From an optimization exercise on the open Yosys and OpenROAD flow, aimed at small area, a short achievable clock period and few clock cycles per item; shortcuts taken in it are not production practice. Function was checked by simulation only, so behaviour that the tests miss may differ from the original. Power figures rest on the tool's default switching activity, not on a simulated workload.

## flow/design.v (module list and top-level ports; edited modules follow where they fit)
// module int_reg_file: 45 lines
// module operand_bypass: 30 lines
// module iter_multiplier: 1393 lines
// module prefix_add: 32 lines
// module exec_pipe: 41 lines
// module issue_ctrl: 137 lines
// module int_backend: 148 lines
module int_backend (
  input  logic             clk_i,
  input  logic             rst_ni,
  input  logic             fetch_valid_i,
  output logic             fetch_ready_o,
  input  logic [32-1:0] fetch_pc_i,
  input  logic [2:0]       fetch_op_i,
  input  logic [4:0]       fetch_rd_i,
  input  logic [4:0]       fetch_rs1_i,
  input  logic [4:0]       fetch_rs2_i,
  input  logic [32-1:0] fetch_imm_i,
  input  logic             fetch_redirected_i,
  output logic             redirect_valid_o,
  output logic [32-1:0] redirect_pc_o,
  output logic             commit_valid_o,
  output logic [32-1:0] commit_pc_o,
  output logic [4:0]       commit_rd_o,
  output logic [32-1:0] commit_data_o
);
  // ...
==> flow/flow/run.sh <==
#!/bin/bash
# The standard layout, with the resizer's setup repair (after floorplan,
# CTS and global route) aiming for slack beyond the clock period's.
set -euo pipefail
bash standard.sh SETUP_SLACK_MARGIN=11 finish > make_finish.log 2>&1
==> flow/standard.sh <==
#!/bin/bash
# synth_recipe.tcl (not shown) runs the flow's synth.tcl, then flattens the netlist and writes it again
# the make line also repeats each setting of config.mk as NAME=value (left out here)
make -C /OpenROAD-flow-scripts/flow DESIGN_CONFIG=/design/flow/config.mk WORK_HOME=/design/flow/orfs CLKGATE_MAP_FILE= SYNTH_SCRIPT=/design/flow/synth_recipe.tcl "${@:-finish}"
==> flow/config.mk <==
export PLATFORM = sky130hd
export DESIGN_NAME = int_backend
export DESIGN_NICKNAME = int_backend
export VERILOG_FILES = /design/flow/design.v
export SDC_FILE = /design/flow/constraint.sdc
export NUM_CORES = 4
export LEC_CHECK = 0
export CAP_MARGIN = 20
export CORE_MARGIN = 2
export CORE_UTILIZATION = 55
export SLEW_MARGIN = 20
==> flow/constraint.sdc <==
create_clock -name core_clock -period 15.5 [get_ports {clk_i}]
set_input_delay 3.1000 -clock core_clock [delete_from_list [all_inputs] [get_ports {clk_i}]]
set_output_delay 3.1000 -clock core_clock [all_outputs]
set_load 0.01 [all_outputs]
==> impl_results.md, run 1 <==
- Post-synthesis adder-cell area fraction: 0.1420
- Setup WS post-layout: ~11,000 ps
- Most frequent cells in the layout: 1,137 x edfxtp_1, 584 x inv_1, 451 x a22oi_1, 446 x fa_1, 386 x and2_1
- Crit path kind: reg2reg
- Die Width: 387.9 um
- Root buf cell: clkbuf_16
- Post-CTS Setup Inserts: 69
- Startpoint types: flip-flop
- Max VDD drop: 121.3 uV
- Unrepaired setup endpoints after global routing: true
- CORE AREA: between 100,000 and 150,000 sq um
- Share of layout cells above drive strength 1: 0.1412
- Comb. pwr: around 0.0026 W
- Post-route setup TNS: 0 ps
- Largest cell class: registers
- Die Ht: 387.9 um
- Vias in the first global route: slightly above 60,000
- Worst-path fanout max: 55
- Dpl hpwl: 198,500 um
- Synthesized area per cell: 12.46 sq um
- Multi-input gate share of total cell area: 0.3755
- Tmin final: between 4000 and 5000 ps
- Std cell rows: 140
- Final worst path period share: 0.3056
- P_seq: 0.00519 W
- Max-slew violation count: 0
- FILL cells: 11,360
- Grt total ovfl: 0
- Reg2Reg Setup Slack: 10,760 ps
- Clock Network Area Fraction: 0.05963
- Antenna violations before repair: 23
- Crit. Startpoint: operand_bypass_inst.rs2_q[13]
- Maximum number of pins on one net before global-route repair: 79
- Final hold slack: between 300 and 400 ps
- Via count: 63,720
- WL met3: 53,840 um
- Compound-Gate Fraction of Synth Area: 0.1375
- Combinational share of power: 0.217
- Outcome: timing/DRC/antenna clean
- Post-CTS resize count: 430
Testbench counts, summed over its fixed seeds: cycles 12,322, instrs 12,000.
==> inputs of run 2 (changes only) <==
--- a/flow/config.mk
+++ b/flow/config.mk
@@ -7,5 +7,5 @@
 export LEC_CHECK = 0
 export CAP_MARGIN = 20
 export CORE_MARGIN = 2
-export CORE_UTILIZATION = 55
+export CORE_UTILIZATION = 40
 export SLEW_MARGIN = 20
==> impl_results.md, run 2 <==
- Outcome: timing/DRC/antenna clean
- Dpl hpwl: 203,500 um (+2.5%)
- Final Hold Fails: 0
- Post-synth top area cell: edfxtp_1
- Design Power: 0.01190 W
- Top FF cell, synth: edfxtp_1
- CP endpoint: fetch_ready_o
- Vias in the first global route: 62,460 (+1.2%)
- Setup violators final: 0
- Via count: 64,100 (+0.59%)
- Hold WC Path Type: reg2reg
- Yosys top cell area share: 0.4212
- Worst-margin pin slew: 1220 ps
- Register clock-pin slew on the reported worst setup and hold paths: about 60 ps
- Synth warnings: 8
- Commonest non-fill, non-tap cell in the layout: edfxtp_1
- DR WL/cell: around 37 um
- Drt first pass iters: 12
- Unrepaired setup endpoints after global routing: true
- GP Congestion: 0.9745
- Max Cap Viol: 0
- Post-Route WL: 354,400 um
- Crit-path leading delay family: flip-flops
- I/O Buffers: 189
- Die Ht: 454.2 um (+17%)
- Drt drc: 0
- CP required: between 10,000 and 15,000 ps
- Tmin final: 4543 ps (-194.1 ps)
- Synth Register Bits: about 1,600
- FILL cells: 17,920 (+58%)
- Reg2Reg Setup Slack: 10,990 ps (+230 ps)
- Crit path buffers/inverters: 1
- Std cell rows: 165 (+18%)
- Clock Tree Buf Depth: 3
- Top cells by count, synth: 1,137 x edfxtp_1, 589 x inv_1, 454 x a22oi_1
- Largest register FFs: 992
- Max VDD drop: 127.2 uV (+4.9%)
- Biggest register: int_reg_file_inst.regs_q
- Final worst path period share: 0.2931 (-0.01252)
- Clock Skew: 57.49 ps
- Register-to-Register Path Depth: 20
- Clk latency of the worst-skew pair: 850 ps
- Startpoint types: flip-flop
- Grt total ovfl: 0 (unchanged)
- Die Width: 454.2 um (+17%)
- Syn nets: 7,242
- Cell area after synthesis: 81,050 sq um
- Worst-path fanout max: 1 (-98%)
- Total Nets Final: about 7,400
- Pwr dens: roughly 130 nW/um^2
- CORE AREA: 201,700 sq um (+38%)
- Number of synthesized flops with an enable pin: 1,137
- Share of layout cells above drive strength 1: 0.1440 (+0.002817)
- Die area: 206,300 sq um
- Synth unique cells: 85
- Reg-to-Reg End: operand_bypass_inst.rs1_q[31]
- Total track usage: 0.3367
- # IOs: 190
- CTS tree: built
- Synthesized area per cell: 12.46 sq um (unchanged)
- Worst path slowest cell: dfstp_2
- Worst EP arrival: approximately 1400 ps
- Synth Instances: 6,507
- Crit path kind: reg2out
- Critical path's largest stage delay: 530 ps
- Remaining antenna violation count: 0
- Iter 0 DRT Violations: 11,440
- Post-route setup TNS: 0 ps (unchanged)
- Initial Util: 0.4019
- Critical path endpoint category: output port
- Reg-to-Reg Start: issue_ctrl_inst.ex1_beq_q
- Clock sink count: 1,583
- Cells along the critical path: buf_6
- Area Growth Syn to Fin: 15.33%
- Synth area leaders: edfxtp_1 42%, fa_1 11%, dfxtp_1 9.3%, a22oi_1 4.2%, and2_1 3.5%
- Count leader, synth: edfxtp_1
- Via density: 6.727
- WP depth: 1
- First-pass GRT wire length: 485,500 um
- Most frequent cells in the layout: 1,137 x edfxtp_1, 587 x inv_1, 453 x a22oi_1, 450 x fa_1, 388 x and2_1
- Max frequency: about 220 MHz
- P_leak: 35.22 nW
- Maximum number of pins on one net before global-route repair: 85 (+7.6%)
- Root buf cell: clkbuf_16
- H-tree Lvls: 4
- Antenna violations before repair: 23 (unchanged)
- Fraction of registers with async set/reset: 0.04485
- TritonCTS Buffers: 164
- Sequential area share after synthesis: 0.5358
- Max-slew violation count: 0 (unchanged)
- Max-slew headroom: 0.1866
- Crit. Startpoint: issue_ctrl_inst.ready_q
-- run 2: cell counts after synthesis --
No cell type changed its count.
-- run 2: cell families after synthesis --
group / Yosys count / share of synthesized area
compound gates: 1436 / 0.1375
xor+xnor: 272 / 0.02939
fa+ha+maj: 649 / 0.1420
buf+inv: 1041 / 0.04839
flops: 1583 / 0.5358
mux: 70 / 0.009355
simple gates: 1456 / 0.09748
-- run 2: where the power goes --
| part | leakage (nW) | internal, W | switching (W) |
|---|---|---|---|
| combinational | 17.9 | 0.000874 | 0.00166 |
| sequential | 14.7 | 0.00498 | 0.000235 |
| clock | 2.68 | 0.00235 | 0.00180 |
-- run 2: area by class of cell --
cell class                 count  area [sq um]  area share
multi-input combinational   3883         34820      0.3725
inverter                     590          2220     0.02374
clock inverter                97          1156     0.01237
clock buffer                 206          4407     0.04714
sequential                  1583         43510      0.4654
antenna                       23         57.56   0.0006157
timing repair buffer         474          3970     0.04247
tap                         2672          3343     0.03576
-- run 2: worst min path at each step --
stage	startpoint	to	slack [ps]	cells after the start
after floorplan	ex2_pc_q[0]	commit_pc_q[0]	310	0
after global placement	ex2_pc_q[15]	commit_pc_q[15]	310	0
after detailed placement	ex2_pc_q[24]	commit_pc_q[24]	310	0
after CTS	ex2_pc_q[15]	commit_pc_q[15]	310	0
after global routing	ex2_pc_q[15]	commit_pc_q[15]	320	0
final	ex2_pc_q[15]	commit_pc_q[15]	310	0
-- run 2: per-layer routing --
| metal | global-route usage | share of wire |
|---|---|---|
| met5 | 0.001166 | 0.00048 |
| met4 | 0.2174 | 0.089 |
| met3 | 0.1406 | 0.15 |
| met2 | 0.4973 | 0.42 |
| met1 | 0.4037 | 0.34 |
-- run 2: repair_timing --
item | CTS | global route
pin swaps | 30 | 25
endpoints found under the setup margin | 242 | 202
cloned | 3 | 3
buffers inserted | 59 | 25
hold buffers | 0 | 0
gates resized for setup | 534 | 102
-- run 2: metrics by stage --
| step | std cells | area [sq um] | setup slack, ps | hold slack [ps] | util |
|---|---|---|---|---|---|
| 2_1_floorplan | 6507 | 81060 | 11050 | 309.6 | - |
| 3_3_place_gp | 9109 | 86550 | 10050 | 309.8 | 0.4291 |
| 3_5_place_dp | 9112 | 86580 | 9969 | 312.1 | 0.4292 |
| 4_1_cts | 9477 | 92870 | 10930 | 314.1 | 0.4604 |
| 5_1_grt | 9506 | 93420 | 10830 | 320.2 | 0.4632 |
| 6_report | 9528 | 93480 | 10960 | 310.0 | 0.4635 |
==> module exec_pipe, before the edit <==
module exec_pipe (
  input  logic [32-1:0] pc_i,
  input  logic [4:0]       sel_i,
  input  logic             sub_i,
  input  logic             jal_i,
  input  logic             beq_i,
  input  logic [32-1:0] imm_i,
  input  logic [32-1:0] rs1_i,
  input  logic [32-1:0] rs2_i,
  output logic [32-1:0] result_o,
  output logic [32-1:0] next_pc_o
);
  logic [32-1:0] add_x;
  logic [32-1:0] operand_b;
  logic [32-1:0] link_pc;
  logic [32-1:0] target_pc;
  logic             taken;
  logic [32-1:0] csa_y;
  logic [32-1:0] csa_s;
  logic [32-1:0] csa_c;
  logic [32-1:0] sum;
  assign add_x = (jal_i || beq_i) ? pc_i : rs2_i;
  prefix_add #(.W(32)) add_imm (
    .a_i (add_x), .b_i (imm_i), .ci_i (1'b0), .sum_o (operand_b)
  );
  assign target_pc = operand_b;
  assign link_pc   = {pc_i[32-1:2] + 30'd1, pc_i[1:0]};
  assign taken     = jal_i || (beq_i && rs1_i == rs2_i);
  assign next_pc_o = taken ? target_pc : link_pc;
  assign csa_y = sub_i ? ~rs2_i : rs2_i;
  assign csa_s = rs1_i ^ csa_y ^ imm_i;
  assign csa_c = (rs1_i & csa_y) | (rs1_i & imm_i) | (csa_y & imm_i);
  prefix_add #(.W(32)) add_sum (
    .a_i (csa_s), .b_i ({csa_c[32-2:0], sub_i}), .ci_i (sub_i), .sum_o (sum)
  );
  assign result_o = ({32{sel_i[0]}} & sum)
                  | ({32{sel_i[1]}} & (rs1_i & operand_b))
                  | ({32{sel_i[2]}} & (rs1_i | operand_b))
                  | ({32{sel_i[3]}} & (rs1_i ^ operand_b))
                  | ({32{sel_i[4]}} & link_pc);
endmodule
==> module issue_ctrl, before the edit <==
module issue_ctrl (
  input  logic             clk_i,
  input  logic             rst_ni,
  input  logic             fetch_valid_i,
  output logic             fetch_ready_o,
  input  logic [32-1:0] fetch_pc_i,
  input  logic [2:0]       fetch_op_i,
  input  logic [4:0]       fetch_rd_i,
  input  logic [4:0]       fetch_rs1_i,
  input  logic [4:0]       fetch_rs2_i,
  input  logic [32-1:0] fetch_imm_i,
  input  logic             fetch_redirected_i,
  input  logic [32-1:0] next_pc_i,
  output logic [4:0]       de_rs1_o,
  output logic [4:0]       de_rs2_o,
  output logic [32-1:0] de_sel1_o,
  output logic [32-1:0] de_sel2_o,
  output logic             stall_o,
  output logic [32-1:0] ex1_pc_o,
  output logic [4:0]       ex1_sel_o,
  output logic             ex1_sub_o,
  output logic             ex1_jal_o,
  output logic             ex1_beq_o,
  output logic             ex1_mul_o,
  output logic [4:0]       ex1_rd_o,
  output logic [32-1:0] ex1_imm_o,
  output logic             ex1_done_o,
  output logic             redirect_valid_o,
  output logic [32-1:0] redirect_pc_o
);
  logic             de_valid_q;
  logic [32-1:0] de_pc_q;
  logic [2:0]       de_op_q;
  logic [4:0]       de_rd_q;
  logic [4:0]       de_rs1_q;
  logic [4:0]       de_rs2_q;
  logic [32-1:0] de_sel1_q;
  logic [32-1:0] de_sel2_q;
  logic [32-1:0] de_imm_q;
  logic             de_redirected_q;
  logic             ex1_valid_q;
  logic [32-1:0] ex1_pc_q;
  logic [4:0]       ex1_sel_q;
  logic             ex1_sub_q;
  logic             ex1_jal_q;
  logic             ex1_beq_q;
  logic             ex1_mul_q;
  logic [4:0]       ex1_rd_q;
  logic [32-1:0] ex1_imm_q;
  logic             ex1_redirected_q;
  logic             normal_q;
  logic [32-1:0] expected_pc_q;
  logic             stall_q;
  logic             ready_q;
  logic             redirect_q;
  logic             accept;
  logic             de_mul_rd;
  logic             stall_d;
  logic             pc_match;
  logic             run;
  logic             redirect;
  assign accept        = fetch_valid_i && !stall_q;
  assign fetch_ready_o = ready_q;
  assign de_mul_rd     = de_valid_q && de_op_q == 3'd5 && de_rd_q != 5'd0;
  assign stall_d       = !stall_q && accept && de_mul_rd &&
                         (de_rd_q == fetch_rs1_i || de_rd_q == fetch_rs2_i);
  assign pc_match   = ex1_pc_q == expected_pc_q;
  assign run        = normal_q ? pc_match : ex1_redirected_q;
  assign redirect   = ex1_valid_q && normal_q && !pc_match;
  assign ex1_done_o = ex1_valid_q && run;
  always_ff @(posedge clk_i or negedge rst_ni) begin
    if (!rst_ni) begin
      de_valid_q    <= 1'b0;
      ex1_valid_q   <= 1'b0;
      normal_q      <= 1'b0;
      expected_pc_q <= 32'h0000_0000;
      stall_q       <= 1'b0;
      ready_q       <= 1'b1;
      redirect_q    <= 1'b0;
    end else begin
      de_valid_q  <= accept || (stall_q && de_valid_q);
      ex1_valid_q <= de_valid_q && !stall_q;
      if (ex1_done_o) begin
        normal_q      <= 1'b1;
        expected_pc_q <= next_pc_i;
      end else if (redirect) begin
        normal_q <= 1'b0;
      end
      stall_q    <= stall_d;
      ready_q    <= !stall_d;
      redirect_q <= redirect;
    end
  end
  always_ff @(posedge clk_i) begin
    if (!stall_q) begin
      de_pc_q         <= fetch_pc_i;
      de_op_q         <= fetch_op_i;
      de_rd_q         <= fetch_rd_i;
      de_rs1_q        <= fetch_rs1_i;
      de_rs2_q        <= fetch_rs2_i;
      for (int i = 0; i < 32; i++) begin
        de_sel1_q[i] <= fetch_rs1_i == i;
        de_sel2_q[i] <= fetch_rs2_i == i;
      end
      de_imm_q        <= fetch_imm_i;
      de_redirected_q <= fetch_redirected_i;
    end
    ex1_pc_q         <= de_pc_q;
    ex1_sel_q[0]     <= de_op_q == 3'd0 || de_op_q == 3'd1;
    ex1_sel_q[1]     <= de_op_q == 3'd2;
    ex1_sel_q[2]     <= de_op_q == 3'd3;
    ex1_sel_q[3]     <= de_op_q == 3'd4;
    ex1_sel_q[4]     <= de_op_q == 3'd6 || de_op_q == 3'd7;
    ex1_sub_q        <= de_op_q == 3'd1;
    ex1_jal_q        <= de_op_q == 3'd7;
    ex1_beq_q        <= de_op_q == 3'd6;
    ex1_mul_q        <= de_op_q == 3'd5;
    ex1_rd_q         <= (de_op_q == 3'd6) ? 5'd0 : de_rd_q;
    ex1_imm_q        <= (de_op_q == 3'd1) ? ~de_imm_q : de_imm_q;
    ex1_redirected_q <= de_redirected_q;
  end
  assign de_rs1_o  = de_rs1_q;
  assign de_rs2_o  = de_rs2_q;
  assign de_sel1_o = de_sel1_q;
  assign de_sel2_o = de_sel2_q;
  assign stall_o   = stall_q;
  assign ex1_pc_o  = ex1_pc_q;
  assign ex1_sel_o = ex1_sel_q;
  assign ex1_sub_o = ex1_sub_q;
  assign ex1_jal_o = ex1_jal_q;
  assign ex1_beq_o = ex1_beq_q;
  assign ex1_mul_o = ex1_mul_q;
  assign ex1_rd_o  = ex1_rd_q;
  assign ex1_imm_o = ex1_imm_q;
  assign redirect_valid_o = redirect_q;
  assign redirect_pc_o    = expected_pc_q;
endmodule
==> inputs of run 3 (changes only) <==
--- a/flow/design.v
+++ b/flow/design.v
@@ -1514,7 +1514,6 @@
   output logic [32-1:0] result_o,
   output logic [32-1:0] next_pc_o
 );
-  logic [32-1:0] add_x;
   logic [32-1:0] operand_b;
   logic [32-1:0] link_pc;
   logic [32-1:0] target_pc;
@@ -1523,11 +1522,10 @@
   logic [32-1:0] csa_s;
   logic [32-1:0] csa_c;
   logic [32-1:0] sum;
-  assign add_x = (jal_i || beq_i) ? pc_i : rs2_i;
-  prefix_add #(.W(32)) add_imm (
-    .a_i (add_x), .b_i (imm_i), .ci_i (1'b0), .sum_o (operand_b)
+  prefix_add #(.W(32)) add_b (
+    .a_i (rs2_i), .b_i (imm_i), .ci_i (1'b0), .sum_o (operand_b)
   );
-  assign target_pc = operand_b;
+  assign target_pc = imm_i;
   assign link_pc   = {pc_i[32-1:2] + 30'd1, pc_i[1:0]};
   assign taken     = jal_i || (beq_i && rs1_i == rs2_i);
   assign next_pc_o = taken ? target_pc : link_pc;
@@ -1600,6 +1598,7 @@
   logic             ready_q;
   logic             redirect_q;
   logic             accept;
+  logic [32-1:0] de_target;
   logic             de_mul_rd;
   logic             stall_d;
   logic             pc_match;
@@ -1610,6 +1609,9 @@
   assign de_mul_rd     = de_valid_q && de_op_q == 3'd5 && de_rd_q != 5'd0;
   assign stall_d       = !stall_q && accept && de_mul_rd &&
                          (de_rd_q == fetch_rs1_i || de_rd_q == fetch_rs2_i);
+  prefix_add #(.W(32)) add_target (
+    .a_i (de_pc_q), .b_i (de_imm_q), .ci_i (1'b0), .sum_o (de_target)
+  );
   assign pc_match   = ex1_pc_q == expected_pc_q;
   assign run        = normal_q ? pc_match : ex1_redirected_q;
   assign redirect   = ex1_valid_q && normal_q && !pc_match;
@@ -1621,7 +1623,7 @@
       normal_q      <= 1'b0;
       expected_pc_q <= 32'h0000_0000;
       stall_q       <= 1'b0;
-      ready_q       <= 1'b1;
+      ready_q       <= 1'b0;
       redirect_q    <= 1'b0;
     end else begin
       de_valid_q  <= accept || (stall_q && de_valid_q);
@@ -1662,7 +1664,13 @@
     ex1_beq_q        <= de_op_q == 3'd6;
     ex1_mul_q        <= de_op_q == 3'd5;
     ex1_rd_q         <= (de_op_q == 3'd6) ? 5'd0 : de_rd_q;
-    ex1_imm_q        <= (de_op_q == 3'd1) ? ~de_imm_q : de_imm_q;
+    if (de_op_q == 3'd6 || de_op_q == 3'd7) begin
+      ex1_imm_q      <= de_target;
+    end else if (de_op_q == 3'd1) begin
+      ex1_imm_q      <= ~de_imm_q;
+    end else begin
+      ex1_imm_q      <= de_imm_q;
+    end
     ex1_redirected_q <= de_redirected_q;
   end
   assign de_rs1_o  = de_rs1_q;
--- a/flow/config.mk
+++ b/flow/config.mk
@@ -7,5 +7,7 @@
 export LEC_CHECK = 0
 export CAP_MARGIN = 20
 export CORE_MARGIN = 2
-export CORE_UTILIZATION = 40
+export CORE_UTILIZATION = 55
+export CTS_CLUSTER_DIAMETER = 100
+export CTS_CLUSTER_SIZE = 22
 export SLEW_MARGIN = 20
==> impl_results.md, run 3 <==
- Critical path's largest stage delay: 370 ps (-160 ps)
- Hold path depth: 0 (unchanged)
- # IOs: 190 (unchanged)
- Worst EP arrival: 1380 ps (-60 ps)
- Worst-path fanout max: 1 (unchanged)
- Via count: 61,610 (-3.9%)
- Reg2Reg Setup Slack: 11,040 ps (+50 ps)
- Crit path kind: reg2out
- Max VDD drop: 114.8 uV (-9.8%)
- Total track usage: 0.4425 (+0.1058)
- Clk latency of the worst-skew pair: 780 ps (-70 ps)
- Count leader, synth: edfxtp_1
- Top FF cell, synth: edfxtp_1
- Most frequent cells in the layout: 1,137 x edfxtp_1, 582 x inv_1, 455 x fa_1, 424 x a22oi_1, 375 x and2_1
- Post-route setup TNS: 0 ps (unchanged)
- DR WL/cell: 39.37 um (+5.8%)
- Cell area after layout: 89,040 sq um (-4.7%)
- Number of synthesized flops with an enable pin: 1,137 (unchanged)
- P_leak: 33.85 nW (-3.9%)
- Die Ht: 388.3 um (-15%)
- Hold_buf cts: 0 (unchanged)
- Initial Util: 0.5520 (+0.1502)
- Iter 0 DRT Violations: 10,140 (-11%)
- Via density: 7.172 (+6.6%)
- Die area: 150,800 sq um (-27%)
- Total Nets Final: 7,342 (-1.2%)
- Remaining antenna violation count: 0 (unchanged)
- Synth unique cells: 82 (-3.5%)
- Maximum number of pins on one net before global-route repair: 78 (-8.2%)
- Root buf cell: clkbuf_16
- Unrepaired setup endpoints after global routing: true
- Final worst path period share: 0.2891 (-0.003948)
- Fraction of registers with async set/reset: 0.04485 (unchanged)
- Sequential area share after synthesis: 0.5347 (-0.001138)
- TritonCTS Buffers: 85 (-48%)
- Synthesized area per cell: 12.52 sq um (+0.52%)
- Startpoint types: flip-flop
- Dpl hpwl: 202,200 um (-0.65%)
- Post-synth top area cell: edfxtp_1
- Reg-to-Reg End: operand_bypass_inst.rs2_q[19]
- Critical path endpoint category: output port
- Tmin final: 4482 ps (-61.20 ps)
- Cell area after synthesis: 81,220 sq um (+0.21%)
- Final Hold Fails: 0 (unchanged)
- Synth Register Bits: 1,583 (unchanged)
- Std cell rows: 141 (-15%)
- Worst-margin pin slew: 1302 ps (+82.37 ps)
- CTS tree: built
- Top cells by count, synth: 1,137 x edfxtp_1, 585 x inv_1, 457 x fa_1
- I/O Buffers: 189 (unchanged)
- Share of layout cells above drive strength 1: 0.09843 (-0.04557)
- Die Width: 388.3 um (-15%)
- Biggest register: int_reg_file_inst.regs_q
- Crit path buffers/inverters: 1 (unchanged)
- Synth area leaders: edfxtp_1 42%, fa_1 11%, dfxtp_1 9.2%, a22oi_1 3.9%, ha_1 3.5%
- H-tree Lvls: 3 (-1)
- Hold WC Path Type: reg2reg
- Hold Path Origin: ex2_pc_q[9]
- First-pass GRT wire length: 464,600 um (-4.3%)
- Outcome: timing/DRC/antenna clean
- GP Congestion: 0.9593 (-1.6%)
- Drt first pass iters: 13 (+1)
- Commonest non-fill, non-tap cell in the layout: edfxtp_1
- Max-slew headroom: 0.1250 (-0.06160)
- Antenna violations before repair: 13 (-43%)
- Cells along the critical path: clkdlybuf4s15_1
- Max-slew violation count: 0 (unchanged)
- Register clock-pin slew on the reported worst setup and hold paths: 90 ps (+30 ps)
- Max Cap Viol: 0 (unchanged)
- Setup violators final: 0 (unchanged)
- Clock Tree Buf Depth: 3 (unchanged)
- Clock Skew: 101.3 ps (+43.86 ps)
- Yosys top cell area share: 0.4204 (-0.0008825)
- Grt total ovfl: 0 (unchanged)
- Clock sink count: 1,583 (unchanged)
- Vias in the first global route: 59,570 (-4.6%)
- Pwr dens: 127.0 nW/um^2 (-0.26%)
- Register-to-Register Path Depth: 12 (-40%)
- Largest register FFs: 992 (unchanged)
- Post-Route WL: 338,200 um (-4.6%)
- CP required: 12,400 ps (about the same)
- Area Growth Syn to Fin: 9.628%
- Reg-to-Reg Start: iter_multiplier_inst.row2_q[10]
- Worst Hold Endpoint: commit_pc_q[9]
- Area post-placement: 85,850 sq um (-0.85%)
- Crit-path leading delay family: flip-flops
- Worst path slowest cell: dfxtp_1
- Drt drc: 0 (unchanged)
- Syn nets: 7,257 (+0.21%)
- CORE AREA: 147,100 sq um (-27%)
- Synth warnings: 8 (unchanged)
- Max frequency: 223.1 MHz (+1.4%)
- Synth Instances: 6,487 (-0.31%)
==> run 3: how the worst max path moves through the flow <==
stage	startpoint	to	cells past startpoint
final	commit_data_q[18]	commit_data_o[18]	1
after global routing	iter_multiplier_inst.row2_q[17]	operand_bypass_inst.rs1_q[25]	12
after CTS	issue_ctrl_inst.expected_pc_q[7]	redirect_pc_o[7]	1
after detailed placement	iter_multiplier_inst.row2_q[2]	int_reg_file_inst.regs_q[637]	13
after global placement	iter_multiplier_inst.row2_q[2]	int_reg_file_inst.regs_q[445]	13
after floorplan	operand_bypass_inst.rs2_q[2]	iter_multiplier_inst.row1_q[30]	13
==> run 3: report_power, final <==
part	switching [W]	internal (W)	total, W
Sequential	0.000259	0.00517	0.00543
Combinational	0.00221	0.00112	0.00333
Clock	0.00146	0.00109	0.00255
Total	0.00393	0.00738	0.0113
==> run 3: cell type report <==
cell class,count,area [sq um]
timing repair buffer,424,3656
inverter,588,2216
fill,11800,58090
clock buffer,147,2381
sequential,1583,43500
tap,1930,2415
clock inverter,12,220.2
antenna,17,42.54
multi-input combinational,3890,34610
==> run 3: worst register-to-register path, cell delays in order (launching register included) <==
cell,delay [ps]
dfxtp_1,330
fa_1,470
ha_1,240
or3_4,390
or4_4,450
o22a_1,240
and3_4,200
a21boi_2,250
o21bai_1,110
xor2_1,330
mux2_2,740
o211ai_1,380
o21ai_1,210
==> run 3: metrics by stage <==
stage / utilization / worst slack, ps / hold WS, ps / cells / total power (W)
after floorplan: - / 11010 / 309.6 / 6487 / 0.007185
after global placement: 0.5834 / 10460 / 311.3 / 8374 / 0.008613
after detailed placement: 0.5835 / 10470 / 312.1 / 8375 / 0.008657
after CTS: 0.6026 / 11000 / 331.8 / 8561 / 0.01116
after global routing: 0.6050 / 10960 / 341.7 / 8577 / 0.01168
final: 0.6052 / 11020 / 331.9 / 8591 / 0.01131
==> run 3: layer usage <==
| metal | vias up | wire (um) | GRT usage | part of all wire |
|---|---|---|---|---|
| li1 | 23870 | - | - | - |
| met5 | - | 82 | 0 | 0.00024 |
| met2 | 5517 | 146300 | 0.6666 | 0.43 |
| met3 | 1688 | 48150 | 0.1488 | 0.14 |
| met4 | 12 | 28100 | 0.2686 | 0.083 |
| met1 | 30530 | 115600 | 0.5542 | 0.34 |
==> run 3: kinds of logic (layout without fill, tap and decap cells) <==
group | count (synthesis) | count (layout) | synth area share
AOI/OAI and AO/OA | 1438 | 1438 | 0.1370
xor gates and xnor gates | 318 | 318 | 0.03429
adders and majority gates | 684 | 684 | 0.1476
buffers and inverters | 1015 | 1171 | 0.04694
DFF | 1583 | 1583 | 0.5347
muxes | 53 | 54 | 0.007286
other | 0 | 17 | 0
and+or+nand+nor | 1396 | 1396 | 0.09223
==> run 3: what timing repair did <==
item,in CTS,in global routing
endpoints found under the setup margin,284,132
buffers inserted,26,6
gates resized for setup,274,68
gates cloned,1,6
pin swaps,2,10
Testbench counts of run 3, summed over its fixed seeds: cycles 12,322, instrs 12,000.
==> inputs of run 4 (changes only) <==
==> flow/flow/run.sh (replaced) <==
#!/bin/bash
# The standard layout, with the resizer's setup repair (after floorplan,
# CTS and global route) aiming for slack beyond the clock period's, and a
# clock tree of fewer, larger sink clusters without dummy loads.
set -euo pipefail
bash standard.sh SETUP_SLACK_MARGIN=11 \
  "CTS_ARGS=-sink_clustering_enable -repair_clock_nets -sink_clustering_size 22 -sink_clustering_max_diameter 100 -dont_use_dummy_load" \
  finish > make_finish.log 2>&1
--- a/flow/config.mk
+++ b/flow/config.mk
@@ -8,6 +8,4 @@
 export CAP_MARGIN = 20
 export CORE_MARGIN = 2
 export CORE_UTILIZATION = 55
-export CTS_CLUSTER_DIAMETER = 100
-export CTS_CLUSTER_SIZE = 22
 export SLEW_MARGIN = 20
==> impl_results.md, run 4 <==
- Outcome: timing/DRC/antenna clean
- Max frequency: 223.7 MHz (+0.24%)
- Hold path depth: 0 (unchanged)
- Combinational family with the most area after synthesis: adder cells
- Via density: 7.225 (+0.74%)
- Sequential area share after synthesis: 0.5347 (unchanged)
- Die Ht: 388.3 um (unchanged)
- Non-Filler Instances: 8,519 (-0.84%)
- Post-synth top area cell: edfxtp_1
- P_leak: 33.72 nW (-0.39%)
- Biggest register: int_reg_file_inst.regs_q
- First-pass GRT wire length: 464,500 um (about the same)
- Count leader, synth: edfxtp_1
- TritonCTS Buffers: 85 (unchanged)
- CP required: 12,400 ps (about the same)
- Worst path slowest cell: dfxtp_2
- Worst-path fanout max: 1 (unchanged)
- Synth unique cells: 82 (unchanged)
- Top cells by count, synth: 1,137 x edfxtp_1, 585 x inv_1, 457 x fa_1
- Grt total ovfl: 0 (unchanged)
- Synth area leaders: edfxtp_1 42%, fa_1 11%, dfxtp_1 9.2%, a22oi_1 3.9%, ha_1 3.5%
- Syn nets: 7,257 (unchanged)
- DR WL/cell: 39.69 um (+0.82%)
- Multi-input gate area: 34,610 sq um (about the same)
- Compound-Gate Fraction of Synth Area: 0.1370 (unchanged)
- Max VDD drop: 107.4 uV (-6.4%)
- Worst EP arrival: 1370 ps (about the same)
- Cell area after layout: 88,640 sq um (-0.45%)
- Via count: 61,550 (-0.10%)
- # IOs: 190 (unchanged)
- Drt drc: 0 (unchanged)
- Reg-to-Reg Start: operand_bypass_inst.rs2_q[14]
- Initial Util: 0.5520 (unchanged)
- Total Nets Final: 7,347 (+0.068%)
- Max-slew violation count: 0 (unchanged)
- Register area: 43,500 sq um (about the same)
- Total track usage: 0.4426 (about the same)
- Top FF cell, synth: edfxtp_1
- Final Hold Fails: 0 (unchanged)
- Final worst path period share: 0.2884 (-0.0006968)
- Drt first pass iters: 10 (-3)
- Vias in the first global route: 59,540 (-0.050%)
- Commonest non-fill, non-tap cell in the layout: edfxtp_1
- Post-Route WL: 338,200 um (about the same)
- Iter 0 DRT Violations: 9,973 (-1.6%)
- Hold WC Path Type: reg2reg
- Remaining antenna violation count: 0 (unchanged)
- CORE AREA: 147,100 sq um (unchanged)
- H-tree Lvls: 3 (unchanged)
- Largest register FFs: 992 (unchanged)
- Hold_buf cts: 0 (unchanged)
- Clock Tree Buf Depth: 3 (unchanged)
- I/O Buffers: 189 (unchanged)
- Root buf cell: clkbuf_16
- Most frequent cells in the layout: 1,137 x edfxtp_1, 582 x inv_1, 455 x fa_1, 424 x a22oi_1, 374 x and2_1
- Tmin final: 4471 ps (-10.80 ps)
- Setup violators final: 0 (unchanged)
- Post-Synth Simple-Gate Area: 0.09223 (unchanged)
- Post-synthesis adder-cell area fraction: 0.1476 (unchanged)
- Startpoint types: flip-flop
- Crit path buffers/inverters: 1 (unchanged)
- Worst-margin pin slew: 1311 ps (+8.941 ps)
- Unrepaired setup endpoints after global routing: true
- Die area: 150,800 sq um (unchanged)
- Clock Skew: 153.7 ps (+52.32 ps)
- Register clock-pin slew on the reported worst setup and hold paths: 100 ps (about the same)
- Synth warnings: 8 (unchanged)
- Die Width: 388.3 um (unchanged)
- Dpl hpwl: 202,200 um (unchanged)
- Yosys top cell area share: 0.4204 (unchanged)
- Critical path's largest stage delay: 370 ps (about the same)
- Fraction of registers with async set/reset: 0.04485 (unchanged)
- FILL cells: 11,830 (+0.24%)
- Register-to-Register Path Depth: 9 (-3)
- Final hold slack: 328.3 ps (-3.593 ps)
- Crit-path leading delay family: flip-flops
- Synth Instances: 6,487 (unchanged)
- Std cell rows: 141 (unchanged)
- Crit path kind: reg2out
- Post-synthesis mux area share: 0.007286 (unchanged)
- Post-route setup TNS: 0 ps (unchanged)
- Placed Cells: 8,375 (unchanged)
- Number of synthesized flops with an enable pin: 1,137 (unchanged)
- Hold Path Origin: ex2_pc_q[9]
- Synth Register Bits: 1,583 (unchanged)
- GP Congestion: 0.9593 (unchanged)
- Critical path endpoint category: output port
- Share of layout cells above drive strength 1: 0.09582 (-0.002617)
- Cell area after synthesis: 81,220 sq um (unchanged)
- Reg2Reg Setup Slack: 11,050 ps (about the same)
- Max Cap Viol: 0 (unchanged)
- Area Growth Syn to Fin: 9.132%
- Antenna violations before repair: 13 (unchanged)
- Pwr dens: 125.2 nW/um^2 (-1.4%)
- Clk latency of the worst-skew pair: 770 ps (about the same)
- Synthesized area per cell: 12.52 sq um (unchanged)
- Reg-to-Reg End: iter_multiplier_inst.row1_q[29]
- Area post-placement: 85,850 sq um (unchanged)
- XOR/XNOR Fraction of Synth Area: 0.03429 (unchanged)
- Design Power: 0.01109 W (-1.9%)
- CTS tree: built
- Worst Hold Endpoint: commit_pc_q[9]
- Max-slew headroom: 0.1190 (-0.006006)
- Cells along the critical path: clkdlybuf4s15_2
- Clock sink count: 1,583 (unchanged)
- Maximum number of pins on one net before global-route repair: 78 (unchanged)
-- run 4: cell counts after synthesis --
No cell type changed its count.
-- run 4: where the power goes --
part / internal, W / switching, W
combinational: 0.00113 / 0.00221
sequential: 0.00517 / 0.000260
clock: 0.000977 / 0.00135
total: 0.00727 / 0.00382
-- run 4: routing by layer --
| metal | up-vias | GRT usage | share of wire |
|---|---|---|---|
| met5 | - | 0.0009569 | 0.00048 |
| met4 | 16 | 0.2722 | 0.084 |
| met3 | 1722 | 0.1485 | 0.14 |
| met2 | 5626 | 0.6665 | 0.43 |
| met1 | 30380 | 0.5533 | 0.34 |
| li1 | 23810 | - | - |
-- run 4: layout make-up --
cell class	instances	share of cell area
antenna	14	0.0003952
clock buffer	85	0.02400
inverter	588	0.02500
multi-input combinational	3890	0.3905
sequential	1583	0.4907
timing repair buffer	429	0.04222
tap	1930	0.02724
-- run 4: logic make-up (layout without fill, tap and decap cells) --
| group | after synthesis | after routing |
|---|---|---|
| DFF | 1583 | 1583 |
| AOI/OAI and AO/OA | 1438 | 1438 |
| and+or+nand+nor | 1396 | 1396 |
| buffers and inverters | 1015 | 1102 |
| adders and majority gates | 684 | 684 |
| xor gates and xnor gates | 318 | 318 |
| muxes | 53 | 54 |
| other | 0 | 14 |
-- run 4: how the worst max path moves through the flow --
stage,from,to,slack (ps),cells after the start
2_1_floorplan,operand_bypass_inst.rs2_q[2],iter_multiplier_inst.row1_q[30],11010,13
3_3_place_gp,iter_multiplier_inst.row2_q[2],int_reg_file_inst.regs_q[445],10460,13
3_5_place_dp,iter_multiplier_inst.row2_q[2],int_reg_file_inst.regs_q[637],10470,13
4_1_cts,issue_ctrl_inst.expected_pc_q[13],redirect_pc_o[13],11000,1
5_1_grt,iter_multiplier_inst.row2_q[17],operand_bypass_inst.rs1_q[25],10860,12
6_report,commit_data_q[12],commit_data_o[12],11030,1
-- run 4: through the flow --
| step | util | setup slack (ps) |
|---|---|---|
| after floorplan | - | 11010 |
| after detailed placement | 0.5835 | 10470 |
| final | 0.6025 | 11030 |
| after global routing | 0.6022 | 10860 |
| after CTS | 0.5995 | 11000 |
| after global placement | 0.5834 | 10460 |
-- run 4: repair_timing --
item / 4_1_cts / 5_1_grt
buffers inserted: 25 / 13
resized for setup: 228 / 64
pin swaps: 2 / 10
endpoints found under the setup margin: 284 / 188
gates cloned: 1 / 6
-- run 4: worst reg2reg max path, delay by kind of cell, from the launching register on --
family,cells,cell delay (ps)
adder cells (fa/ha/maj),7,3210
flip-flops,1,870
buffers and inverters,2,170
==> inputs of run 5 (changes only) <==
--- a/flow/design.v
+++ b/flow/design.v
@@ -1646,13 +1646,13 @@
       de_rd_q         <= fetch_rd_i;
       de_rs1_q        <= fetch_rs1_i;
       de_rs2_q        <= fetch_rs2_i;
-      for (int i = 0; i < 32; i++) begin
-        de_sel1_q[i] <= fetch_rs1_i == i;
-        de_sel2_q[i] <= fetch_rs2_i == i;
-      end
       de_imm_q        <= fetch_imm_i;
       de_redirected_q <= fetch_redirected_i;
     end
+    for (int i = 0; i < 32; i++) begin
+      de_sel1_q[i] <= (stall_q ? de_rs1_q : fetch_rs1_i) == i;
+      de_sel2_q[i] <= (stall_q ? de_rs2_q : fetch_rs2_i) == i;
+    end
     ex1_pc_q         <= de_pc_q;
     ex1_sel_q[0]     <= de_op_q == 3'd0 || de_op_q == 3'd1;
     ex1_sel_q[1]     <= de_op_q == 3'd2;
==> impl_results.md, run 5 <==
- Drt drc: 0 (unchanged)
- Largest register FFs: 992 (unchanged)
- Via count: 61,940 (+0.63%)
- Fraction of registers with async set/reset: 0.04485 (unchanged)
- CORE AREA: 145,600 sq um (-1.1%)
- Crit-path leading delay family: buffers and inverters
- Post-Route WL: 342,800 um (+1.4%)
- Drt first pass iters: 13 (+3)
- Total Nets Final: 7,376 (+0.39%)
- Setup violators final: 0 (unchanged)
- Clk latency of the worst-skew pair: 770 ps (about the same)
- Commonest non-fill, non-tap cell in the layout: edfxtp_1
- Top FF cell, synth: edfxtp_1
- Root buf cell: clkbuf_16
- Critical path endpoint category: output port
- Yosys top cell area share: 0.3969 (-0.02350)
- Worst-path fanout max: 1 (unchanged)
- Hold_buf cts: 0 (unchanged)
- Critical path's largest stage delay: 350 ps (-20 ps)
- Register-to-Register Path Depth: 14 (+5)
- TritonCTS Buffers: 87 (+2.4%)
- Hold WC Path Type: reg2reg
- Grt total ovfl: 0 (unchanged)
- Outcome: timing/DRC/antenna clean
- Initial Util: 0.5536 (+0.001567)
- Clock sink count: 1,583 (unchanged)
- Synth Register Bits: 1,583 (unchanged)
- Register clock-pin slew on the reported worst setup and hold paths: 90 ps (about the same)
- Pwr dens: 124.1 nW/um^2 (-0.83%)
- Synth area leaders: edfxtp_1 40%, fa_1 11%, dfxtp_1 11%, a22oi_1 3.7%, ha_1 3.5%
- Final worst path period share: 0.2895 (+0.001006)
- Post-route setup TNS: 0 ps (unchanged)
- Crit. Startpoint: commit_rd_q[2]
- Total track usage: 0.4512 (+0.008568)
- Biggest register: int_reg_file_inst.regs_q
- Tmin final: 4486 ps (+15.60 ps)
- P_leak: 33.80 nW (+0.25%)
- Post-synth top area cell: edfxtp_1
- Max-slew violation count: 0 (unchanged)
- Std cell rows: 140 (-0.71%)
- First-pass GRT wire length: 470,500 um (+1.3%)
- Unrepaired setup endpoints after global routing: true
- Reg-to-Reg Start: operand_bypass_inst.rs2_q[1]
- Max-slew headroom: 0.1899 (+0.07090)
- Startpoint types: flip-flop
- Crit path buffers/inverters: 1 (unchanged)
- Clock Tree Buf Depth: 3 (unchanged)
- WP depth: 1 (unchanged)
- Final hold slack: 316.1 ps (-12.20 ps)
- Reg-to-Reg End: iter_multiplier_inst.row1_q[30]
- Antenna violations before repair: 20 (+7)
- Die area: 149,600 sq um (-0.78%)
- Syn nets: 7,263 (+0.083%)
- Cells along the critical path: dlygate4sd2_1
- I/O Buffers: 189 (unchanged)
- FILL cells: 11,650 (-1.6%)
- Count leader, synth: edfxtp_1
- Max Cap Viol: 0 (unchanged)
- Number of synthesized flops with an enable pin: 1,065 (-6.3%)
- Area Growth Syn to Fin: 9.716%
- Vias in the first global route: 60,020 (+0.82%)
- Final Util: 0.6074 (+0.004947)
- Via density: 7.255 (+0.42%)
- Reg2Reg Setup Slack: 11,110 ps (+60 ps)
- Sequential area share after synthesis: 0.5299 (-0.004710)
- Clock Skew: 128.7 ps (-24.93 ps)
- Die Width: 386.8 um (-0.39%)
- Iter 0 DRT Violations: 11,370 (+14%)
- Worst path slowest cell: dlygate4sd2_1
- Most frequent cells in the layout: 1,065 x edfxtp_1, 595 x inv_1, 454 x fa_1, 416 x dfxtp_1, 393 x a22oi_1
- Cell area after synthesis: 80,590 sq um (-0.79%)
- Remaining antenna violation count: 0 (unchanged)
- Synth unique cells: 78 (-4.9%)
- Design Power: 0.01098 W (-1.1%)
- CTS tree: built
- Top cells by count, synth: 1,065 x edfxtp_1, 598 x inv_1, 457 x fa_1
- CP required: 12,400 ps (about the same)
- CP endpoint: commit_rd_o[2]
- Die Ht: 386.8 um (-0.39%)
- Crit path kind: reg2out
- Dpl hpwl: 201,800 um (-0.21%)
- Final Hold Fails: 0 (unchanged)
- DR WL/cell: 40.15 um (+1.2%)
- Worst-margin pin slew: 1215 ps (-96.26 ps)
- # IOs: 190 (unchanged)
- Worst EP arrival: 1390 ps (+20 ps)
- Maximum number of pins on one net before global-route repair: 70 (-10%)
- H-tree Lvls: 3 (unchanged)
- Synthesized area per cell: 12.41 sq um (-0.88%)
- GP Congestion: 0.9463 (-1.4%)
- Max frequency: 222.9 MHz (-0.35%)
- Max VDD drop: 120.8 uV (+13%)
- Synth Instances: 6,493 (+0.092%)
- Share of layout cells above drive strength 1: 0.09964 (+0.003819)
- Synth warnings: 8 (unchanged)
[run 5: cell count changes after synthesis, sizes merged, moves of 13 or more]
| cell | previous run | this run |
|---|---|---|
| o21ai | 173 | 160 |
| nor3 | 94 | 76 |
| edfxtp | 1137 | 1065 |
| a22oi | 424 | 395 |
| dfxtp | 375 | 447 |
| a22o | 250 | 265 |
| inv | 585 | 598 |
| a221oi | 272 | 288 |
| nor2 | 155 | 179 |
| a21o | 27 | 49 |
[run 5: routing by layer]
layer,wire length [um],track usage,part of all wire,vias to the layer above
met5,231,0.007337,0.00067,-
met4,31290,0.2993,0.091,16
met3,51390,0.1572,0.15,1850
met2,144900,0.6667,0.42,5807
met1,115000,0.5618,0.34,30430
li1,-,-,-,23830
[run 5: cells by family (layout without fill, tap and decap cells)]
kind of cell / after synthesis / count (layout) / synth area share
flops: 1583 / 1583 / 0.5299
compound gates: 1449 / 1449 / 0.1401
simple gates: 1378 / 1378 / 0.09072
buf+inv: 1019 / 1130 / 0.04746
fa+ha+maj: 684 / 684 / 0.1488
xor+xnor: 316 / 316 / 0.03434
mux: 64 / 64 / 0.008633
other cells: 0 / 16 / 0
[run 5: worst min path at each step]
| stage | startpoint | endpoint | slack [ps] | cells past startpoint |
|---|---|---|---|---|
| floorplan | ex2_pc_q[0] | commit_pc_q[0] | 310 | 0 |
| CTS | ex2_pc_q[22] | commit_pc_q[22] | 310 | 0 |
| detailed placement | ex2_pc_q[2] | commit_pc_q[2] | 310 | 0 |
| global route | ex2_pc_q[28] | commit_pc_q[28] | 330 | 0 |
| global placement | ex2_pc_q[8] | commit_pc_q[8] | 310 | 0 |
| finish | ex2_pc_q[22] | commit_pc_q[22] | 320 | 0 |
[run 5: cell type report]
cell class,count,area [sq um],share of cell area
Antenna cell,16,40.04,0.0004528
Clock buffer,87,2177,0.02462
Inverter,601,2263,0.02560
Multi-Input combinational cell,3891,34850,0.3942
Sequential cell,1583,42780,0.4839
Tap cell,1917,2399,0.02713
Timing Repair Buffer,440,3886,0.04395
Timing Repair inverter,2,15.01,0.0001698
[run 5: stage by stage]
stage	instances	area, sq um	setup slack [ps]
final	8537	88420	11010
after global placement	8361	85140	10200
after CTS	8492	87830	11000
after detailed placement	8366	85180	10140
after global routing	8522	88380	10980
after floorplan	6493	80600	11010
[run 5: what timing repair did]
item                       CTS  global route
setup buffers               35            23
setup endpoints to repair  307           213
pin swaps                   14            35
cloned                       4             6
gates resized for setup    273            66
[run 5: report_power, final]
group / switching, W / internal [W] / total, W
registers: 0.000270 / 0.00511 / 0.00538
logic: 0.00212 / 0.00110 / 0.00322
clock network: 0.00137 / 0.000998 / 0.00237
Testbench counts of run 5, summed over its fixed seeds: cycles 12,322, instrs 12,000.
==> inputs of run 6 (changes only) <==
==> flow/config.mk (replaced) <==
export PLATFORM = sky130hd
export DESIGN_NAME = int_backend
export DESIGN_NICKNAME = int_backend
export VERILOG_FILES = /design/flow/design.v
export SDC_FILE = /design/flow/constraint.sdc
export NUM_CORES = 4
export LEC_CHECK = 0
export CAP_MARGIN = 10
export CORE_MARGIN = 2
export CORE_UTILIZATION = 60
export SLEW_MARGIN = 10
==> impl_results.md, run 6 <==
- Count leader, synth: edfxtp_1
- Clock sink count: 1,583 (unchanged)
- Final Hold Fails: 0 (unchanged)
- Total Nets Final: 7,357 (-0.26%)
- TritonCTS Buffers: 86 (-1.1%)
- Seq pwr share: 0.489 (-0.002)
- Drt drc: 0 (unchanged)
- Fraction of registers with async set/reset: 0.04485 (unchanged)
- Die area: 137,300 sq um (-8.2%)
- Clock Tree Buf Depth: 3 (unchanged)
- Unrepaired setup endpoints after global routing: true
- Startpoint types: flip-flop
- Register clock-pin slew on the reported worst setup and hold paths: 90 ps (about the same)
- Die Ht: 370.5 um (-4.2%)
- Area post-placement: 84,950 sq um (-0.27%)
- First-pass GRT wire length: 455,900 um (-3.1%)
- I/O Buffers: 189 (unchanged)
- CORE AREA: 133,500 sq um (-8.3%)
- Yosys top cell area share: 0.3969 (unchanged)
- Post-synth top area cell: edfxtp_1
- Total track usage: 0.4793 (+0.02811)
- Std cell rows: 134 (-4.3%)
- Synth warnings: 8 (unchanged)
- Pwr dens: 124.3 nW/um^2 (+0.12%)
- Area Growth Syn to Fin: 9.237%
- Top FF cell, synth: edfxtp_1
- Via density: 7.390 (+1.9%)
- Synth unique cells: 78 (unchanged)
- Final Util: 0.6596 (+0.05220)
- Max Cap Viol: 0 (unchanged)
- Synthesized area per cell: 12.41 sq um (unchanged)
- Post-route setup TNS: 0 ps (unchanged)
- Via count: 61,870 (-0.10%)
- Synth Register Bits: 1,583 (unchanged)
- Setup violators final: 0 (unchanged)
- Max VDD drop: 124.7 uV (+3.2%)
- Hold_buf cts: 0 (unchanged)
- Hold WC Path Type: reg2reg
- Die Width: 370.5 um (-4.2%)
- Top cells by count, synth: 1,065 x edfxtp_1, 598 x inv_1, 457 x fa_1
- Syn nets: 7,263 (unchanged)
- FILL cells: 10,090 (-13%)
- Most frequent cells in the layout: 1,065 x edfxtp_1, 594 x inv_1, 456 x fa_1, 425 x dfxtp_1, 395 x a22oi_1
- Synth area leaders: edfxtp_1 40%, fa_1 11%, dfxtp_1 11%, a22oi_1 3.7%, ha_1 3.5%
- P_leak: 33.66 nW (-0.42%)
- Commonest non-fill, non-tap cell in the layout: edfxtp_1
- Antenna violations before repair: 22 (+10%)
- H-tree Lvls: 3 (unchanged)
- Sequential area share after synthesis: 0.5299 (unchanged)
- Clk latency of the worst-skew pair: 750 ps (-20 ps)
- Share of layout cells above drive strength 1: 0.09506 (-0.004572)
- Crit path kind: reg2reg
- Largest register FFs: 992 (unchanged)
- Remaining antenna violation count: 0 (unchanged)
- Post-Route WL: 332,100 um (-3.1%)
- CTS tree: built
- Worst EP arrival: 5110 ps (+3720 ps)
- Switching power total: 0.003744 W (-0.51%)
- Worst-margin pin slew: 1313 ps (+97.64 ps)
- DR WL/cell: 39.66 um (-1.2%)
- Initial Util: 0.6038 (+0.05022)
- Final worst path period share: 0.2970 (+0.007555)
- Cell area after synthesis: 80,590 sq um (unchanged)
- Vias in the first global route: 60,160 (+0.23%)
- Maximum number of pins on one net before global-route repair: 70 (unchanged)
- Int Pwr: 0.007196 W (-0.22%)
- Tmin final: 4604 ps (+117.1 ps)
- CP required: 16,000 ps (+3600 ps)
- Max-slew violation count: 0 (unchanged)
- Combinational share of power: 0.296 (+0.002)
- Max-slew headroom: 0.1181 (-0.07183)
- Dpl hpwl: 196,300 um (-2.7%)
- Root buf cell: clkbuf_16
- Clock Skew: 94.45 ps (-34.29 ps)
- # IOs: 190 (unchanged)
- Synth Instances: 6,493 (unchanged)
- Max frequency: 217.2 MHz (-2.5%)
- Iter 0 DRT Violations: 11,330 (-0.33%)
- Power share of the clock group: 0.214 (-0.002)
- Drt first pass iters: 17 (+4)
- Placed Cells: 8,212 (-1.8%)
- Switching share of power: 0.3422 (-0.0006636)
- Final hold slack: 329.1 ps (+13.02 ps)
- Biggest register: int_reg_file_inst.regs_q
- Grt total ovfl: 0 (unchanged)
- Outcome: timing/DRC/antenna clean
- Critical path endpoint category: flip-flop
- Number of synthesized flops with an enable pin: 1,065 (unchanged)
- GP Congestion: 0.9659 (+2.1%)
- Non-Filler Instances: 8,373 (-1.9%)
- Cell area after layout: 88,030 sq um (-0.44%)
- Worst-path fanout max: 16 (+15)
==> run 6: cell types whose count changed in the layout (fill, tap and decap cells not counted), sizes merged, moves of 2 or more <==
cell and delta:
dlygate4sd2 -2, diode +4, buf -25, clkbuf -3, clkdlybuf4s15 +12, bufbuf -2
==> run 6: cell families (layout without fill, tap and decap cells) <==
group	Yosys count	after routing	share of synthesized area
DFF	1583	1583	0.5299
AOI/OAI and AO/OA	1449	1450	0.1401
and+or+nand+nor	1378	1378	0.09072
buffers and inverters	1019	1110	0.04746
adders and majority gates	684	684	0.1488
xor gates and xnor gates	316	316	0.03434
muxes	64	64	0.008633
other	0	20	0
==> run 6: through the flow <==
step	total power (W)	worst slack (ps)
2_1_floorplan	0.007047	11010
3_3_place_gp	0.008393	10330
3_5_place_dp	0.008435	10210
4_1_cts	0.01074	11000
5_1_grt	0.01127	10810
6_report	0.01094	10900
==> run 6: per-layer routing <==
layer	vias to the layer above	part of all wire	track usage
met3	1906	0.16	0.1870
met4	24	0.093	0.3230
met5	-	0.0011	0.01329
li1	23790	-	-
met1	30160	0.33	0.5847
met2	5997	0.42	0.7047
==> run 6: area by class of cell <==
| class | instances | area, sq um | area share |
|---|---|---|---|
| multi-input cells | 3892 | 34840 | 0.3958 |
| inverters | 601 | 2267 | 0.02575 |
| clock buffers | 86 | 2152 | 0.02445 |
| repair buffers | 421 | 3739 | 0.04247 |
| repair inverters | 2 | 15.01 | 0.0001706 |
| well taps | 1768 | 2212 | 0.02513 |
| flip-flops and latches | 1583 | 42750 | 0.4857 |
| diodes | 20 | 50.05 | 0.0005685 |
==> run 6: power groups by stage <==
stage	clock network [W]	logic [W]	registers [W]
after detailed placement	0	0.00298	0.00545
after global routing	0.00247	0.00343	0.00537
after global placement	0	0.00295	0.00545
after CTS	0.00233	0.00307	0.00534
final	0.00234	0.00324	0.00535
after floorplan	0	0.00166	0.00539
==> run 6: final timing paths <==
check | startpoint | endpoint | slack [ps] | cells after the start
worst max-delay path | issue_ctrl_inst.de_rs1_q[1] | operand_bypass_inst.rs1_q[20] | 10900 | 9
max in group asynchronous | rst_ni | issue_ctrl_inst.expected_pc_q[11] | 12040 | 2
worst max register to register | issue_ctrl_inst.de_rs1_q[1] | operand_bypass_inst.rs1_q[20] | 10900 | 9
worst min-delay path | ex2_pc_q[19] | commit_pc_q[19] | 330 | 0
worst min register to register | ex2_pc_q[19] | commit_pc_q[19] | 330 | 0
min in group asynchronous | rst_ni | int_reg_file_inst.written_q[22] | 2250 | 1
==> run 6: worst max-delay path, stage by stage, from the launching register on <==
cell	delay, ps
dfxtp_1	360
or4_1	530
nor2_1	120
or4_2	550
clkinvlp_4	760
buf_4	520
nor3_1	230
nand4_1	470
o211ai_1	570
o21ai_0	230
==> run 6: what timing repair did <==
item | 4_1_cts | 5_1_grt
setup buffers | 28 | 19
setup endpoints to repair | 333 | 169
pin swaps | 10 | 17
gates resized for setup | 255 | 48
cloned | 3 | 5
endpoints found under the hold margin | 0 | 0

-- what the ideal ports hide --
How much do the figures lean on ideal ports? The routed layouts below were timed once more, with nothing changed but the port constraints. Step 1, drivers: a clkbuf_16 drives clk_i and a buf_2 each remaining input, both assumed. Step 2, shift: input delay + t, output delay - t, t = (earliest + latest rising clock arrival at the registers) / 2. This alone moves slack from input paths to output paths. a / b / c = ideal ports / drivers / drivers and shift; a / b = the first two.
run | shift t [ns] | setup WS [ns] | clock arrival spread, ns | pins driven straight from the clock port
run 1 | 0.893 | 10.763 / 10.763 / 10.488 | 0.077 / 0.076 | 1
run 2 | 0.920 | 10.957 / 10.860 / 10.632 | 0.057 / 0.058 | 1
run 3 | 0.816 | 11.018 / 10.935 / 10.570 | 0.103 / 0.104 | 1
run 4 | 0.783 | 11.029 / 10.944 / 10.573 | 0.158 / 0.157 | 1
run 5 | 0.790 | 11.014 / 10.931 / 10.824 | 0.129 / 0.129 | 1
run 6 | 0.787 | 10.896 / 10.896 / 10.811 | 0.107 / 0.106 | 1
After both steps setup and hold are still met in every run listed. The setup slack of run 4, which loses most, moves by -0.085 ns with the drivers and by -0.456 ns with both steps.
